Source: an optimization exercise on an open RTL-to-GDS flow (aim: small area, a short achievable clock period and few clock cycles). Production flows keep margins and buffers that such runs may drop. Only the layout flow was run in this run; the RTL was not checked for function there.

### design/flow/design.v
`timescale 1ns/1ps
`default_nettype none
module md_slow_top (
	input  logic        clk_i,
	input  logic        rst_ni,
	input  logic        mult_en_i,
	input  logic        div_en_i,
	input  logic [1:0]  operator_i,
	input  logic [1:0]  signed_mode_i,
	input  logic [31:0] op_a_i,
	input  logic [31:0] op_b_i,
	output logic [31:0] result_o,
	output logic        valid_o
);
	localparam logic [1:0] S_IDLE = 2'd0;
	localparam logic [1:0] S_PREP = 2'd1;
	localparam logic [1:0] S_ITER = 2'd2;
	localparam logic [1:0] S_DONE = 2'd3;
	logic [1:0]  st_q, st_d;
	logic [3:0]  cnt_q, cnt_d;
	logic [35:0] r_q, r_d;      
	logic [31:0] l_q, l_d;      
	logic [32:0] d_q;           
	logic        dinc_q;        
	logic [4:0]  chunk_q;       
	logic        neg_q, neg_d;  
	logic en;
	logic is_div;
	logic is_mulh;
	assign en      = mult_en_i | div_en_i;
	assign is_div  = operator_i[1];
	assign is_mulh = (operator_i == 2'd1);
	logic        sign_a, sign_b;
	logic [31:0] xa, xb;        
	logic [31:0] abs_a;
	logic        b_zero;
	assign sign_a = op_a_i[31] & signed_mode_i[0];
	assign sign_b = op_b_i[31] & signed_mode_i[1];
	assign xa     = op_a_i ^ {32{sign_a}};
	assign xb     = op_b_i ^ {32{sign_b}};
	assign abs_a  = xa + {31'd0, sign_a};
	assign b_zero = (op_b_i == 32'd0);
	always_ff @(posedge clk_i) begin
		d_q    <= is_div ? {1'b0, xb} : {sign_a, op_a_i};
		dinc_q <= ~sign_b;
	end
	function automatic logic [5:0] bitlen(input logic [31:0] x);
		logic [5:0] n;
		n = 6'd0;
		for (int i = 0; i < 32; i++) begin
			if (x[i]) n = 6'(i + 1);
		end
		bitlen = n;
	endfunction
	logic [5:0] a_len, b_len;
	logic [6:0] len_diff;
	logic       q_zero;
	logic [3:0] j0;
	assign a_len    = bitlen(xa) + {5'd0, sign_a};
	assign b_len    = bitlen(xb);
	assign len_diff = {1'b0, a_len} - {1'b0, b_len};
	assign q_zero   = len_diff[6];
	assign j0       = len_diff[5] ? 4'd15 : len_diff[4:1];
	logic [31:0] b_xs;
	logic [3:0]  c0;
	assign b_xs = op_b_i ^ {32{op_b_i[31]}};
	always_comb begin
		c0 = 4'd7;
		for (int c = 6; c >= 0; c--) begin
			if ((b_xs >> (4*c+3)) == 32'd0) c0 = 4'(c);
		end
	end
	function automatic logic [35:0] booth_pp(input logic [32:0] a, input logic [2:0] b);
		logic one, two, neg;
		logic [35:0] sel;
		one = b[1] ^ b[0];
		two = (b[2] & ~b[1] & ~b[0]) | (~b[2] & b[1] & b[0]);
		neg = b[2];
		sel = one ? {{3{a[32]}}, a} : (two ? {{2{a[32]}}, a, 1'b0} : 36'd0);
		booth_pp = neg ? ~sel : sel;
	endfunction
	logic [35:0] pp_hi, pp_lo, acc_in, row1, cs_s, cs_c, mul_sum;
	logic        neg_hi, neg_lo;
	assign pp_hi  = booth_pp(d_q, chunk_q[4:2]);
	assign pp_lo  = booth_pp(d_q, chunk_q[2:0]);
	assign neg_hi = chunk_q[4];
	assign neg_lo = chunk_q[2];
	assign acc_in = is_mulh ? {{4{r_q[35]}}, r_q[35:4]} : {r_q[31:0], 4'd0};
	assign row1   = {pp_hi[33:0], neg_hi, neg_lo};
	assign cs_s   = acc_in ^ row1 ^ pp_lo;
	assign cs_c   = (acc_in & row1) | (acc_in & pp_lo) | (row1 & pp_lo);
	assign mul_sum = cs_s + {cs_c[34:0], neg_hi} + {35'd0, neg_hi};
	logic [36:0] bx;
	logic [4:0]  chunk_d;
	assign bx = {{4{sign_b}}, op_b_i, 1'b0};
	logic [3:0]  nidx;
	always_comb begin
		if (st_q == S_IDLE) nidx = is_mulh ? 4'd0 : c0;
		else                nidx = is_mulh ? cnt_q + 4'd1 : cnt_q - 4'd1;
		chunk_d = 5'd0;
		for (int c = 0; c < 9; c++) begin
			if (nidx == 4'(c)) chunk_d = bx[4*c +: 5];
		end
	end
	logic [33:0] t1, t2;
	logic [31:0] r1, r2;
	logic        q1, q2;
	assign t1 = {1'b0, r_q[31:0], l_q[31]} + {1'b1, ~d_q} + {33'd0, dinc_q};
	assign q1 = ~t1[33];
	assign r1 = q1 ? t1[31:0] : {r_q[30:0], l_q[31]};
	assign t2 = {1'b0, r1, l_q[30]} + {1'b1, ~d_q} + {33'd0, dinc_q};
	assign q2 = ~t2[33];
	assign r2 = q2 ? t2[31:0] : {r1[30:0], l_q[30]};
	logic [31:0] rot, rmask;
	logic [4:0]  rsh;
	assign rsh = {cnt_q, 1'b0};
	always_comb begin
		rot = {r_q[1:0], r_q[31:2]};
		if (rsh[1]) rot = {rot[1:0], rot[31:2]};
		if (rsh[2]) rot = {rot[3:0], rot[31:4]};
		if (rsh[3]) rot = {rot[7:0], rot[31:8]};
		if (rsh[4]) rot = {rot[15:0], rot[31:16]};
		for (int i = 0; i < 32; i++) begin
			rmask[i] = (6'(i) < (6'd30 - {1'b0, rsh}));
		end
	end
	always_comb begin
		st_d   = st_q;
		cnt_d  = cnt_q;
		r_d    = r_q;
		l_d    = l_q;
		neg_d  = neg_q;
		if (en) begin
			case (st_q)
				S_IDLE: begin
					if (!is_div) begin
						r_d   = '0;
						neg_d = 1'b0;
						cnt_d = is_mulh ? 4'd0 : c0;
						st_d  = S_ITER;
					end else begin
						r_d   = {4'd0, abs_a};
						l_d   = {32{b_zero}};
						neg_d = operator_i[0] ? sign_a : (sign_a ^ sign_b) & ~b_zero;
						cnt_d = j0;
						st_d  = (b_zero | q_zero) ? S_DONE : S_PREP;
					end
				end
				S_PREP: begin
					r_d  = {4'd0, rot & rmask};
					l_d  = rot & ~rmask;
					st_d = S_ITER;
				end
				S_ITER: begin
					if (!is_div) begin
						r_d = mul_sum;
						if (is_mulh) begin
							cnt_d = cnt_q + 4'd1;
							if (cnt_q == 4'd8) st_d = S_DONE;
						end else begin
							cnt_d = cnt_q - 4'd1;
							if (cnt_q == 4'd0) st_d = S_DONE;
						end
					end else begin
						r_d   = {4'd0, r2};
						l_d   = {l_q[29:0], q1, q2};
						cnt_d = cnt_q - 4'd1;
						if (cnt_q == 4'd0) st_d = S_DONE;
					end
				end
				default: begin
					st_d = S_IDLE;
				end
			endcase
		end
	end
	always_ff @(posedge clk_i or negedge rst_ni) begin
		if (!rst_ni) begin
			st_q <= S_IDLE;
		end else begin
			st_q <= st_d;
		end
	end
	always_ff @(posedge clk_i) begin
		cnt_q   <= cnt_d;
		r_q     <= r_d;
		l_q     <= l_d;
		neg_q   <= neg_d;
		chunk_q <= chunk_d;
	end
	logic [31:0] res_x;
	assign res_x    = (operator_i == 2'd2) ? l_q : r_q[31:0];
	assign result_o = neg_q ? (~res_x + 32'd1) : res_x;
	assign valid_o  = (st_q == S_DONE);
endmodule
`default_nettype wire
### design/flow/run.sh
#!/bin/bash
# synth_recipe.tcl (not shown) runs the flow's synth.tcl, then flattens the netlist and writes it again
# the make line also repeats each setting of config.mk as NAME=value (left out here)
make -C /OpenROAD-flow-scripts/flow DESIGN_CONFIG=/design/flow/config.mk WORK_HOME=/design/flow/orfs CLKGATE_MAP_FILE= SYNTH_SCRIPT=/design/flow/synth_recipe.tcl finish
### design/flow/constraint.sdc
create_clock -name core_clock -period 8.0 [get_ports {clk_i}]
set_input_delay 1.6000 -clock core_clock [delete_from_list [all_inputs] [get_ports {clk_i}]]
set_output_delay 1.6000 -clock core_clock [all_outputs]
set_load 0.01 [all_outputs]
### design/flow/config.mk
export PLATFORM = sky130hd
export DESIGN_NAME = md_slow_top
export DESIGN_NICKNAME = md_slow_top
export VERILOG_FILES = /design/flow/design.v
export SDC_FILE = /design/flow/constraint.sdc
export NUM_CORES = 4
export LEC_CHECK = 0
export CAP_MARGIN = 20
export CORE_MARGIN = 2
export CORE_UTILIZATION = 55
export SETUP_SLACK_MARGIN = 4.0
export SLEW_MARGIN = 20
==> run summary <==
==> cells by family after synthesis <==
kind of cell | Yosys count | share of synthesized area [%]
compound gates | 1004 | 29.5
xor+xnor | 201 | 8.31
fa+ha+maj | 185 | 12.0
buf+inv | 439 | 7.95
flops | 114 | 14.3
mux | 152 | 8.53
simple gates | 906 | 19.4
==> area by class of cell <==
class,count,area share [%]
Antenna cell,1,0.00925
Clock buffer,26,2.09
Clock inverter,6,0.134
Inverter,177,2.58
Multi-Input combinational cell,2452,68.8
Sequential cell,114,11.4
Tap cell,511,2.36
Timing Repair Buffer,355,12.6
Timing Repair inverter,2,0.0647
==> timing repair <==
action | 4_1_cts | 5_1_grt
hold buffers | 0 | 0
pin swaps | 101 | 103
setup endpoints to repair | 111 | 106
hold endpoints to repair | 0 | 0
cloned | 13 | 1
resized for setup | 478 | 227
setup buffers | 143 | 51
==> critical path, stage by stage, from the launching register on <==
cell and delay [ns]:
edfxtp_1 0.63, ha_1 0.47, a21o_1 0.25, a21oi_4 0.19
o21ai_4 0.09, a21oi_4 0.30, o21ai_4 0.12, a211oi_4 0.26
buf_6 0.15, o21a_4 0.16, mux2_4 0.35, fa_2 0.36
a21o_1 0.20, a21oi_2 0.22, o21ai_2 0.12, a2111oi_4 0.36
o21ai_2 0.11, o211ai_1 0.18, buf_4 0.19, a31oi_4 0.10
o41ai_2 0.31, buf_4 0.19, xor2_1 0.15, o22ai_1 0.09
a211o_1 0.25
==> worst max-delay path by stage <==
stage,start,to,slack (ns),cells past startpoint
finish,r_q[1],r_q[26],1.94,24
global route,r_q[0],r_q[25],1.79,26
CTS,l_q[31],r_q[1],2.23,29
detailed placement,operator_i[0],result_o[30],1.08,13
global placement,operator_i[0],result_o[29],1.14,12
floorplan,signed_mode_i[0],st_q[1],2.10,31
==> through the flow <==
step                      setup WS, ns  hold slack [ns]  util (%)
after CTS                         2.23            0.590      68.9
after global routing              1.79            0.629      71.7
after detailed placement          1.08            0.566      60.7
after global placement            1.14            0.551      60.7
final                             1.94            0.595      71.7
after floorplan                   2.10            0.525         -
==> cells in the final DEF, fill, tap and decap left out, types with 73 or more instances in the layout <==
| cell | instances |
|---|---|
| o21ai_0 | 171 |
| nand3_1 | 90 |
| xnor2_1 | 125 |
| a21oi_1 | 257 |
| inv_1 | 159 |
| nand2_1 | 265 |
| edfxtp_1 | 73 |
| o22ai_1 | 76 |
| buf_4 | 165 |
| nor2_1 | 263 |
| ha_1 | 80 |
| mux2i_1 | 83 |
==> layer usage <==
layer | global-route usage [%] | up-vias | wire length, um
met5 | 0 | - | 40
met1 | 56.5 | 11800 | 35400
met4 | 30.9 | 6 | 8680
li1 | - | 11100 | -
met2 | 67.4 | 1928 | 41000
met3 | 11.7 | 524 | 12300
==> state kept, by name, indices dropped and copies added (netlist names) <==
register  count
chunk_q       5
l_q          32
r_q          36
st_q          2
dinc_q        1
d_q          33
neg_q         1
cnt_q         4
==> run summary <==
The flow ran to the end and the layout has no timing, DRC or antenna violations. After detailed placement, the design holds a cell count of 3,403. In this run the worst path has a maximum fanout of 8. In the routed layout, each cell is associated on average with a via count of 6.95. The logs give 14.3% for the sequential-to-total area share from yosys stat and 22,800 for the number of global-route vias before repair.

The clock latency of the later-clocked register in the worst-skew pair is 0.45 ns. The tightest min-delay check is of the reg2reg type. The worst setup path is of the reg2reg kind.

At the pin with the least slew margin, the transition time is 1.26 ns. The worst path uses 75.7% of the clock period. Dividing the detail-routed wire length by the instance count gives 26.7 um. The placed instances occupy a cell area of 22,900 sq um. TritonCTS built the clock tree. The die covers 40,100 sq um. The worst register-to-register path begins at r_q[1]. The floorplan has 71 rows. The total nets after synthesis is 3,231, and the final setup violation count is 0. Counting the buffers created by CTS gives 17. The initial utilization of the core area, before any placement, comes to 56.1%. The logs give 114 for the clock net sink count and 1.06 for the final weighted congestion in routability-driven placement. In this run the number of H-tree levels came out at 4. The worst hold path begins at st_q[1].

In the final layout, flip-flops and latches occupy 3080 sq um. In this run the horizontal extent of the chip is 200 um. By instance count, the leading cell after synthesis is nand2_1. The count of final hold-check violations came out at 0. The routed layout has 25,300 vias. The die is 200 um tall. In the final layout, the multi-input gates occupy 18,600 sq um. Count of warnings emitted by yosys: 1.

The worst hold path depth was 1; the reg2reg setup slack was 1.94 ns. For this run, the number of standard cells in the final layout without fillers is 3,644. Kind of launch point of the worst setup path: a flop. The data required time at the worst endpoint came out at 8.19 ns.

For the final routed database, the setup TNS stands at 0 ns. Arrival time at the worst endpoint: 6.25 ns. The first global-routing pass estimated 139 mm of wire.

Entering global routing, the biggest net connects 78 pins. The run gives 165 MHz as the maximum clock frequency. Ranked by total cell area, the synthesized netlist is headed by edfxtp_1 (10%), ha_1 (7.0%), a21oi_1 (6.8%). After synthesis, the netlist uses 93 different library cells.

The number of DRC markers after the initial detailed-route iteration is 3,864, and the gate count of the mapped netlist is 3,001. The first detailed-routing pass ran for 6 iterations. The async set-or-reset flop fraction in the synthesized netlist works out to 1.75%. Across the run, the number of max-cap violations was 0. For this run, the leading register cell type out of synthesis is edfxtp_1. Proportion of layout cells with a drive suffix above 1: 24.0%. The initial antenna violation count was 4; the depth of the worst register-to-register path was 24.

Global routing used 44.9% of the available tracks across all layers. During placement, the flow inserted port buffers numbering 104. The commonest cells after synthesis are nand2_1 (292), a21oi_1 (289), nor2_1 (277), o21ai_0 (208), clkbuf_1 (207).

STA classifies the critical path endpoint as a flop. The area share of the largest cell type after synthesis was 10.4%; the post-synthesis cell area was 21,200 sq um. The clock period minus worst slack works out to 6.06 ns.

The worst register-to-register path ends at r_q[26]. The number of primary I/O pins was 105; the number of enable-type register cells in the synthesized netlist was 73. For this run, the post-layout net count is 3,349. Detailed placement finished with a half-perimeter wire length of 65.0 mm.

Measured against its own limit, the worst slew margin works out to 16.1%. With fillers left out, the area of the finished cells amounts to 27,100 sq um. Counting the fill cells in the layout gives 3,007. The detailed-route DRC error count is 0. For hold timing, the worst endpoint is st_q[1]. The run gives 37,800 sq um as the core area.

The biggest area contributor in the post-synthesis netlist is edfxtp_1. The count of nets left with antenna violations once routing finished came out at 0. In this run the mean area of a mapped cell was 7.06 sq um.

After global routing the overflow that remains totals 0. In this run, synthesis produced a sequential element count of 114. The post-synthesis to final-layout area growth was 27.8%; the final clock skew was 0.0205 ns.

The final routed wirelength across all metal layers is 97.4 mm. The tree is rooted in a clkbuf_16.

The clock-pin slew of the registers on the worst-case setup and hold paths was 0.06 ns. The count of final max-slew check failures is 0, and the deepest clock path buffer count is 2. Setup repair after global routing could not meet its margin everywhere.

port drivers added, routing unchanged:
The results above use ideal ports. As a check the final layout listed here was re-extracted and re-timed, cells and wires unchanged. Step 1: set_driving_cell puts a clkbuf_16 on clk_i and a buf_2 on each other input, an assumption about the parent block. Step 2 also shifts input and output timing later by t, the mid clock arrival at the registers, as if the neighbouring blocks saw the same clock. a / b / c = ideal ports / drivers / drivers and shift; a / b = the first two.
t, ns: 0.501
slack for setup (ns): 1.940 / 1.940 / 1.940
hold slack, ns: 0.595 / 0.595 / 0.595
clock arrival spread, ns: 0.020 / 0.020
worst slew at a driven data input, ns: 0.09
After both steps setup and hold are still met in this run. The setup slack of this run moves by 0.000 ns with the drivers and by 0.000 ns with both steps.
